This is an optimization exercise on Yosys and OpenROAD, whose aim is small area, not a production implementation. In this exercise RTL edits were held to simulation tests only and were not proved equivalent to the original. Power is estimated from default activity; no workload was simulated.

## flow/run.sh

```bash
#!/bin/bash
# synth_recipe.tcl (not shown) runs the flow's synth.tcl, then flattens the netlist and writes it again
# the make line also repeats each setting of config.mk as NAME=value (left out here)
make -C /OpenROAD-flow-scripts/flow DESIGN_CONFIG=/design/flow/config.mk WORK_HOME=/design/flow/orfs CLKGATE_MAP_FILE= SYNTH_SCRIPT=/design/flow/synth_recipe.tcl finish
```

## flow/config.mk

```make
export PLATFORM = sky130hd
export DESIGN_NAME = vga_text_capture
export DESIGN_NICKNAME = vga_text_capture
export VERILOG_FILES = /design/flow/design.v
export SDC_FILE = /design/flow/constraint.sdc
export NUM_CORES = 4
export LEC_CHECK = 0
export CAP_MARGIN = 20
export CORE_MARGIN = 2
export CORE_UTILIZATION = 40
export SLEW_MARGIN = 20
```

## flow/constraint.sdc

```tcl
create_clock -name core_clock -period 10.0 [get_ports {clk}]
set_input_delay 2.0000 -clock core_clock [delete_from_list [all_inputs] [get_ports {clk}]]
set_output_delay 2.0000 -clock core_clock [all_outputs]
set_load 0.01 [all_outputs]
```

## flow/design.v

```verilog
package vga_text_pkg;
   localparam int unsigned CELL_W  = 5;
   localparam int unsigned CELL_H  = 9;
   localparam int unsigned GLYPH_W = 4;
   localparam int unsigned GLYPH_H = 8;
   localparam int unsigned SIG_W   = GLYPH_W * GLYPH_H;
   localparam int VGA_H_ACTIVE = 640;
   localparam int VGA_H_FRONT  = 16;
   localparam int VGA_H_SYNC   = 96;
   localparam int VGA_H_BACK   = 48;
   localparam int VGA_V_ACTIVE = 480;
   localparam int VGA_V_FRONT  = 10;
   localparam int VGA_V_SYNC   = 2;
   localparam int VGA_V_BACK   = 33;
   localparam int unsigned POS_W = 12;   
   localparam int unsigned COL_W = 5;
   localparam int unsigned ROW_W = 6;
   localparam int unsigned GX_W  = 2;    
   localparam int unsigned GY_W  = 3;    
   typedef enum logic {
      E_IDLE,
      E_SEND
   } emit_state_t;
endpackage
import vga_text_pkg::*;
module vga_pos_recover
#(
   parameter int H_BACK          = VGA_H_BACK,
   parameter int V_BACK          = VGA_V_BACK,
   parameter int H_ACTIVE        = VGA_H_ACTIVE,
   parameter int V_ACTIVE        = VGA_V_ACTIVE,
   parameter int COLS            = 32,
   parameter bit SYNC_ACTIVE_LOW = 1'b1
) (
   input  logic             clk,
   input  logic             rst_n,
   input  logic             i_hsync,
   input  logic             i_vsync,
   input  logic             i_video,
   output logic             o_capture_en,
   output logic             o_video,
   output logic [COL_W-1:0] o_col,
   output logic [GX_W-1:0]  o_xx,
   output logic [ROW_W-1:0] o_row,
   output logic [GY_W-1:0]  o_yy,
   output logic             o_locked
);
   localparam int ROWS = V_ACTIVE / int'(CELL_H);
   localparam logic signed [POS_W-1:0] S_ZERO  = POS_W'(0);
   localparam logic signed [POS_W-1:0] S_ONE   = POS_W'(1);
   localparam logic signed [POS_W-1:0] X_START = POS_W'(-H_BACK);
   localparam logic signed [POS_W-1:0] Y_START = POS_W'(-V_BACK);
   localparam logic signed [POS_W-1:0] X_END   = POS_W'(H_ACTIVE);
   localparam logic signed [POS_W-1:0] Y_END   = POS_W'(V_ACTIVE);
   logic r_hs_act, r_vs_act, r_video;
   logic r_hs_act_d, r_vs_act_d;
   logic signed [POS_W-1:0] r_x, r_line;
   logic [2:0]              r_xx;
   logic [3:0]              r_yy;
   logic [POS_W-1:0]        r_col, r_row;
   logic                    r_locked;
   logic                    w_h_end, w_v_end;
   logic signed [POS_W-1:0] w_x, w_line;
   logic [2:0]              w_xx;
   logic [3:0]              w_yy;
   logic [POS_W-1:0]        w_col, w_row;
   logic                    w_cap;
   always_ff @(posedge clk or negedge rst_n) begin
      if (!rst_n) begin
         r_hs_act   <= 1'b0;
         r_vs_act   <= 1'b0;
         r_video    <= 1'b0;
         r_hs_act_d <= 1'b0;
         r_vs_act_d <= 1'b0;
      end else begin
         r_hs_act   <= SYNC_ACTIVE_LOW ? ~i_hsync : i_hsync;
         r_vs_act   <= SYNC_ACTIVE_LOW ? ~i_vsync : i_vsync;
         r_video    <= i_video;
         r_hs_act_d <= r_hs_act;
         r_vs_act_d <= r_vs_act;
      end
   end
   assign w_h_end = r_hs_act_d & ~r_hs_act;
   assign w_v_end = r_vs_act_d & ~r_vs_act;
   always_comb begin
      w_x  = w_h_end ? X_START : r_x + S_ONE;
      w_xx = r_xx;
      w_col = r_col;
      if (w_x <= S_ZERO) begin
         w_xx  = '0;
         w_col = '0;
      end else if (r_xx == 3'(CELL_W - 1)) begin
         w_xx  = '0;
         w_col = r_col + 1'b1;
      end else begin
         w_xx = r_xx + 1'b1;
      end
   end
   always_comb begin
      w_line = r_line;
      if (w_v_end) begin
         w_line = Y_START;
      end else if (w_h_end) begin
         w_line = r_line + S_ONE;
      end
      w_yy  = r_yy;
      w_row = r_row;
      if (w_line <= S_ZERO) begin
         w_yy  = '0;
         w_row = '0;
      end else if (w_h_end) begin
         if (r_yy == 4'(CELL_H - 1)) begin
            w_yy  = '0;
            w_row = r_row + 1'b1;
         end else begin
            w_yy = r_yy + 1'b1;
         end
      end
   end
   always_ff @(posedge clk or negedge rst_n) begin
      if (!rst_n) begin
         r_x      <= '0;
         r_line   <= '0;
         r_xx     <= '0;
         r_yy     <= '0;
         r_col    <= '0;
         r_row    <= '0;
         r_locked <= 1'b0;
      end else begin
         r_x      <= w_x;
         r_line   <= w_line;
         r_xx     <= w_xx;
         r_yy     <= w_yy;
         r_col    <= w_col;
         r_row    <= w_row;
         r_locked <= r_locked | w_v_end;
      end
   end
   assign w_cap = r_locked
                & (w_x >= S_ZERO) & (w_x < X_END)
                & (w_line >= S_ZERO) & (w_line < Y_END)
                & (w_xx < 3'(GLYPH_W)) & (w_yy < 4'(GLYPH_H))
                & (w_col < POS_W'(COLS)) & (w_row < POS_W'(ROWS));
   assign o_capture_en = w_cap;
   assign o_video      = r_video;
   assign o_col        = w_col[COL_W-1:0];
   assign o_xx         = w_xx[GX_W-1:0];
   assign o_row        = w_row[ROW_W-1:0];
   assign o_yy         = w_yy[GY_W-1:0];
   assign o_locked     = r_locked;
endmodule
import vga_text_pkg::*;
module vga_text_capture
#(
   parameter int H_BACK          = VGA_H_BACK,
   parameter int V_BACK          = VGA_V_BACK,
   parameter int H_ACTIVE        = VGA_H_ACTIVE,
   parameter int V_ACTIVE        = VGA_V_ACTIVE,
   parameter int COLS            = 32,
   parameter bit SYNC_ACTIVE_LOW = 1'b1
) (
   input  logic             clk,
   input  logic             rst_n,
   input  logic             hsync,
   input  logic             vsync,
   input  logic             video,
   output logic             cell_valid,
   input  logic             cell_ready,
   output logic [COL_W-1:0] cell_col,
   output logic [ROW_W-1:0] cell_row,
   output logic [SIG_W-1:0] cell_bits,
   output logic             locked,
   output logic             overrun
);
   logic             w_cap, w_video;
   logic [COL_W-1:0] w_col;
   logic [GX_W-1:0]  w_xx;
   logic [ROW_W-1:0] w_row;
   logic [GY_W-1:0]  w_yy;
   logic [4:0]       w_idx;
   logic             w_first, w_last;
   logic [SIG_W-1:0] r_buf [COLS];
   vga_text_pkg::emit_state_t r_state, w_state_nx;
   logic [COL_W-1:0] r_k, w_k_nx;
   logic [ROW_W-1:0] r_row, w_row_nx;
   logic             r_overrun, w_overrun_nx;
   logic             w_accept;
   vga_pos_recover #(
      .H_BACK          (H_BACK),
      .V_BACK          (V_BACK),
      .H_ACTIVE        (H_ACTIVE),
      .V_ACTIVE        (V_ACTIVE),
      .COLS            (COLS),
      .SYNC_ACTIVE_LOW (SYNC_ACTIVE_LOW)
   ) u_pos (
      .clk          (clk),
      .rst_n        (rst_n),
      .i_hsync      (hsync),
      .i_vsync      (vsync),
      .i_video      (video),
      .o_capture_en (w_cap),
      .o_video      (w_video),
      .o_col        (w_col),
      .o_xx         (w_xx),
      .o_row        (w_row),
      .o_yy         (w_yy),
      .o_locked     (locked)
   );
   assign w_idx = {w_yy, w_xx};
   assign w_first = w_cap & (w_col == '0) & (w_xx == '0) & (w_yy == '0);
   assign w_last  = w_cap & (w_col == COL_W'(COLS - 1))
                  & (w_xx == GX_W'(GLYPH_W - 1)) & (w_yy == GY_W'(GLYPH_H - 1));
   always_ff @(posedge clk or negedge rst_n) begin
      if (!rst_n) begin
         for (int unsigned c = 0; c < COLS; c++) begin
            r_buf[c] <= '0;
         end
      end else if (w_cap) begin
         for (int unsigned c = 0; c < COLS; c++) begin
            if (w_col == COL_W'(c)) begin
               r_buf[c][w_idx] <= w_video;
            end
         end
      end
   end
   always_ff @(posedge clk or negedge rst_n) begin
      if (!rst_n) begin
         r_state   <= E_IDLE;
         r_k       <= '0;
         r_row     <= '0;
         r_overrun <= 1'b0;
      end else begin
         r_state   <= w_state_nx;
         r_k       <= w_k_nx;
         r_row     <= w_row_nx;
         r_overrun <= w_overrun_nx;
      end
   end
   assign w_accept = (r_state == E_SEND) & cell_ready;
   always_comb begin
      w_state_nx   = r_state;
      w_k_nx       = r_k;
      w_row_nx     = r_row;
      w_overrun_nx = r_overrun;
      case (r_state)
         E_IDLE: begin
            if (w_last) begin
               w_state_nx = E_SEND;
               w_k_nx     = '0;
               w_row_nx   = w_row;
            end
         end
         E_SEND: begin
            if (w_accept) begin
               w_k_nx = r_k + 1'b1;
            end
            if (w_accept && (r_k == COL_W'(COLS - 1))) begin
               w_state_nx = E_IDLE;
               w_k_nx     = '0;
            end else if (w_first) begin
               w_state_nx   = E_IDLE;
               w_overrun_nx = 1'b1;
            end
         end
         default: w_state_nx = E_IDLE;
      endcase
   end
   assign cell_valid = (r_state == E_SEND);
   assign cell_col   = r_k;
   assign cell_row   = r_row;
   assign cell_bits  = cell_valid ? r_buf[r_k] : '0;
   assign overrun    = r_overrun;
endmodule
```

==> summary.txt <==
- Status: no timing/DRC/antenna violations
- Congestion Overflow GR: 0
- Largest net degree at the start of global routing: roughly 230
- Worst EP required: 8000 ps
- WL/cell: ~31 µm
- Least-Margin Pin Slew: 1227 ps
- Skew final: 87.58 ps
- Hold Crit Start: u_pos.r_vs_act$_DFF_PN0_
- Depth of the worst hold-timing path: 0
- Detailed Route WL: 206.0 mm
- Commonest non-fill, non-tap cell in the layout: dfrtp_1
- MaxCap Viol Count: 0
- Main synth FF type: dfrtp_1
- Highest clock rate: roughly 130 MHz
- R2r startpoint: u_pos.r_x[0]$_DFF_PN0_
- Critical path data arrival time: between 5000 and 6000 ps
- Routability Congestion: slightly below 0.9
- Die height: about 370 µm
- Port bufs: 51
- Effective utilization at floorplan: 40.45%
- Asr flop ratio synth: 100.0%
- Post-route cell area: 59,460 µm²
- Setup Fix Bufs, Post-CTS: 0
- Crit path launch type: register
- Post-Syn Instances: approximately 5,000
- Top cell type by total area after synthesis: dfrtp_1
- DRC errors left: 0
- Num rows: approximately 130
- Commonest non-fill, non-tap cells in the layout: dfrtp_1, o21ai_0, mux2_2
- CTS hold repair buffers: 0
- Crit Path Max Fanout: 26
- Worst hold path class: register to register
- Worst r2r dst: r_buf[21][5]$_DFFE_PN0P_
- P&R area growth vs syn: 11.54%
- Worst R2R Path Depth: 15
- RSZ-0062 raised after global routing: false
- TritonCTS buffer count: 118
- Hold Violations, Final: 0
- Sequential-to-total area share from yosys stat: 51.54%
- Worst skew pair latency: 800 ps
- Max VDD drop: between 150 and 200 µV
- Dpl hpwl: 116.9 mm
- Max-slew violation count: 0
- First-pass GRT wire length: between 300 and 400 mm
- Share of layout cells above drive strength 1: 19.62%
- Die area: roughly 140,000 µm²
- Vias: approximately 45,000
- Setup tns final: 0 ps
- Syn_nets: around 5,100
- Total I/O pin count: 52
- Nets: about 4,800
- Clock transition at path regs: about 60 ps
- Yosys warning count: 3
- P per Cell Area: 181.7 nW/µm²
- Endpoint class of the critical path: primary output
- Post-synth cell types: between 80 and 90
- Post-synth EDFFs: 0
- Mean post-synth cell area: between 10 and 15 µm²
- Initial DRT Pass Iterations: 7
- Number of register bits inferred by synthesis: ~1,100
- CTS sink count: around 1,100
- H-tree levels: 3
- Initial antenna violation count: 4
- Reg area: ~27,000 µm²
- Crit Path Category: register to primary output
- Post-DP Area: around 55,000 µm²
- GRT Total Usage: 29.72%
- # setup viols final: 0
- Lkg Pwr: ~25 nW
- Antenna viol nets, final: 0
- Cts repair resizes: 0
- R2R setup slack: around 3800 ps
- Synth area leaders: dfrtp_1, mux2_2, o21ai_0
- Vias per cell: between 6 and 7
- Fin crit share: between 70% and 80%
- Fill cells: around 12,000
- Die W: roughly 370 µm
- Clock root cell: clkbuf_16
- Synthesized area: approximately 53,000 µm²
- CTS Buffer Depth: 3
- Multi-input logic area: 23,850 µm²
- Post-layout min period: 7853 ps
- CTS tree: built
- Hold Path End: u_pos.r_vs_act_d$_DFF_PN0_
- Post-synth top area share: between 50% and 60%
- Starting DRT DRC Count: around 6,700
- Rel. slew slack: between 15 and 20%
- Core box area: between 100,000 and 150,000 µm²
- Hold WS: 394.3 ps
- Number of global-route vias before repair: 42,620
==> critical path: stages (launching register included) <==
cell and delay, ps:
dfrtp_4 780, buf_4 590, inv_1 230, nand2_1 310, nor2_1 80, o31ai_1 430, o2111a_2 620, buf_4 500
nor4_1 130, nor3_1 660, clkdlybuf4s50_1 680
==> where the power goes <==
group          internal [mW]  switching [mW]
clock network           2.63            1.94
registers               4.47          0.0877
logic                  0.387            1.29
==> cell usage after synthesis (52+ instances only) <==
master,instances
dfrtp_1,1098
o21ai_0,797
nand3_1,475
mux2_2,470
clkbuf_1,391
o31ai_1,257
nor2_1,152
nand2_1,150
a22oi_1,140
a221oi_1,133
buf_2,130
nand4_1,106
a22o_1,80
a222oi_1,64
mux2_1,52
==> metal layers <==
metal,vias up,routed length [µm],track usage [%],part of all wire [%]
li1,18500,-,-,-
met1,22790,83020,41.01,40
met2,2860,88780,43.37,43
met3,567,24010,8.593,12
met4,4,10140,12.86,4.9
met5,-,25,0,0.012
==> sequential cells by signal, summed over array words and instances, names as in the netlist <==
name / flops
r_row: 6
r_k: 5
u_pos.r_line: 12
r_buf: 1024
u_pos.r_locked: 1
u_pos.r_x: 12
u_pos.r_hs_act: 1
u_pos.r_video: 1
u_pos.r_vs_act: 1
u_pos.r_row: 12
u_pos.r_hs_act_d: 1
u_pos.r_col: 12
u_pos.r_xx: 3
u_pos.r_vs_act_d: 1
u_pos.r_yy: 4
r_state: 1
r_overrun: 1
==> worst max-delay path by stage <==
stage,from,to,cells past startpoint
global placement,r_k[4]$_DFFE_PN0P_,cell_bits[23],10
detailed placement,r_k[4]$_DFFE_PN0P_,cell_bits[23],10
CTS,r_k[4]$_DFFE_PN0P_,cell_bits[23],10
global route,r_k[4]$_DFFE_PN0P_,cell_bits[31],11
floorplan,r_k[3]$_DFFE_PN0P_,cell_bits[18],11
finish,r_k[4]$_DFFE_PN0P_,cell_bits[23],10
==> metrics by stage <==
stage	setup WS [ps]	util (%)	power, mW	instances
after global routing	2080	45.11	11.05	6634
after global placement	3164	41.85	6.240	6408
final	2147	45.12	10.80	6636
after CTS	2314	45.04	10.78	6631
after detailed placement	3171	41.95	6.248	6413
after floorplan	5351	-	5.245	5036
==> cell families (layout without fill, tap and decap cells) <==
| group | Yosys count | in the layout | synth area share (%) |
|---|---|---|---|
| AND/OR/NAND/NOR | 1115 | 1115 | 11.08 |
| buffers and inverters | 599 | 441 | 4.713 |
| XOR/XNOR | 44 | 44 | 0.7229 |
| flip-flops | 1098 | 1098 | 51.54 |
| other | 0 | 3 | 0 |
| adder cells (fa/ha/maj) | 17 | 17 | 0.3990 |
| multiplexers | 561 | 561 | 11.76 |
| AO/OA/AOI/OAI | 1602 | 1602 | 19.79 |
==> layout make-up <==
class                   instances  area share [%]
diodes                          3         0.01262
clock buffers                 183           6.119
clock inverters                35          0.7364
inverters                      28          0.1767
multi-input cells            3339           40.11
flip-flops and latches       1098           46.22
well taps                    1755           3.693
repair buffers                195           2.935

static timing again, ports no longer ideal:
How much do the figures lean on ideal ports? The routed layout below was timed once more, with nothing changed but the port constraints. Step 1: set_driving_cell puts a clkbuf_16 on clk and a buf_2 on each other input, an assumption about the parent block. Step 2, shift: input delay + t, output delay - t, t = (earliest + latest rising clock arrival at the registers) / 2. This alone moves slack from input paths to output paths. Slacks: no drivers / after step 1 / after step 2; pairs: no drivers / after step 1.
t (ns): 0.829
setup slack, ns: 2.147 / 2.070 / 2.899
hold WS [ns]: 0.394 / 0.394 / 0.394
worst data-port slew with drivers (ns): 0.13
After both steps this run still meets setup and hold. For this run, drivers alone change the setup slack by -0.077 ns; drivers and shift together by +0.752 ns.
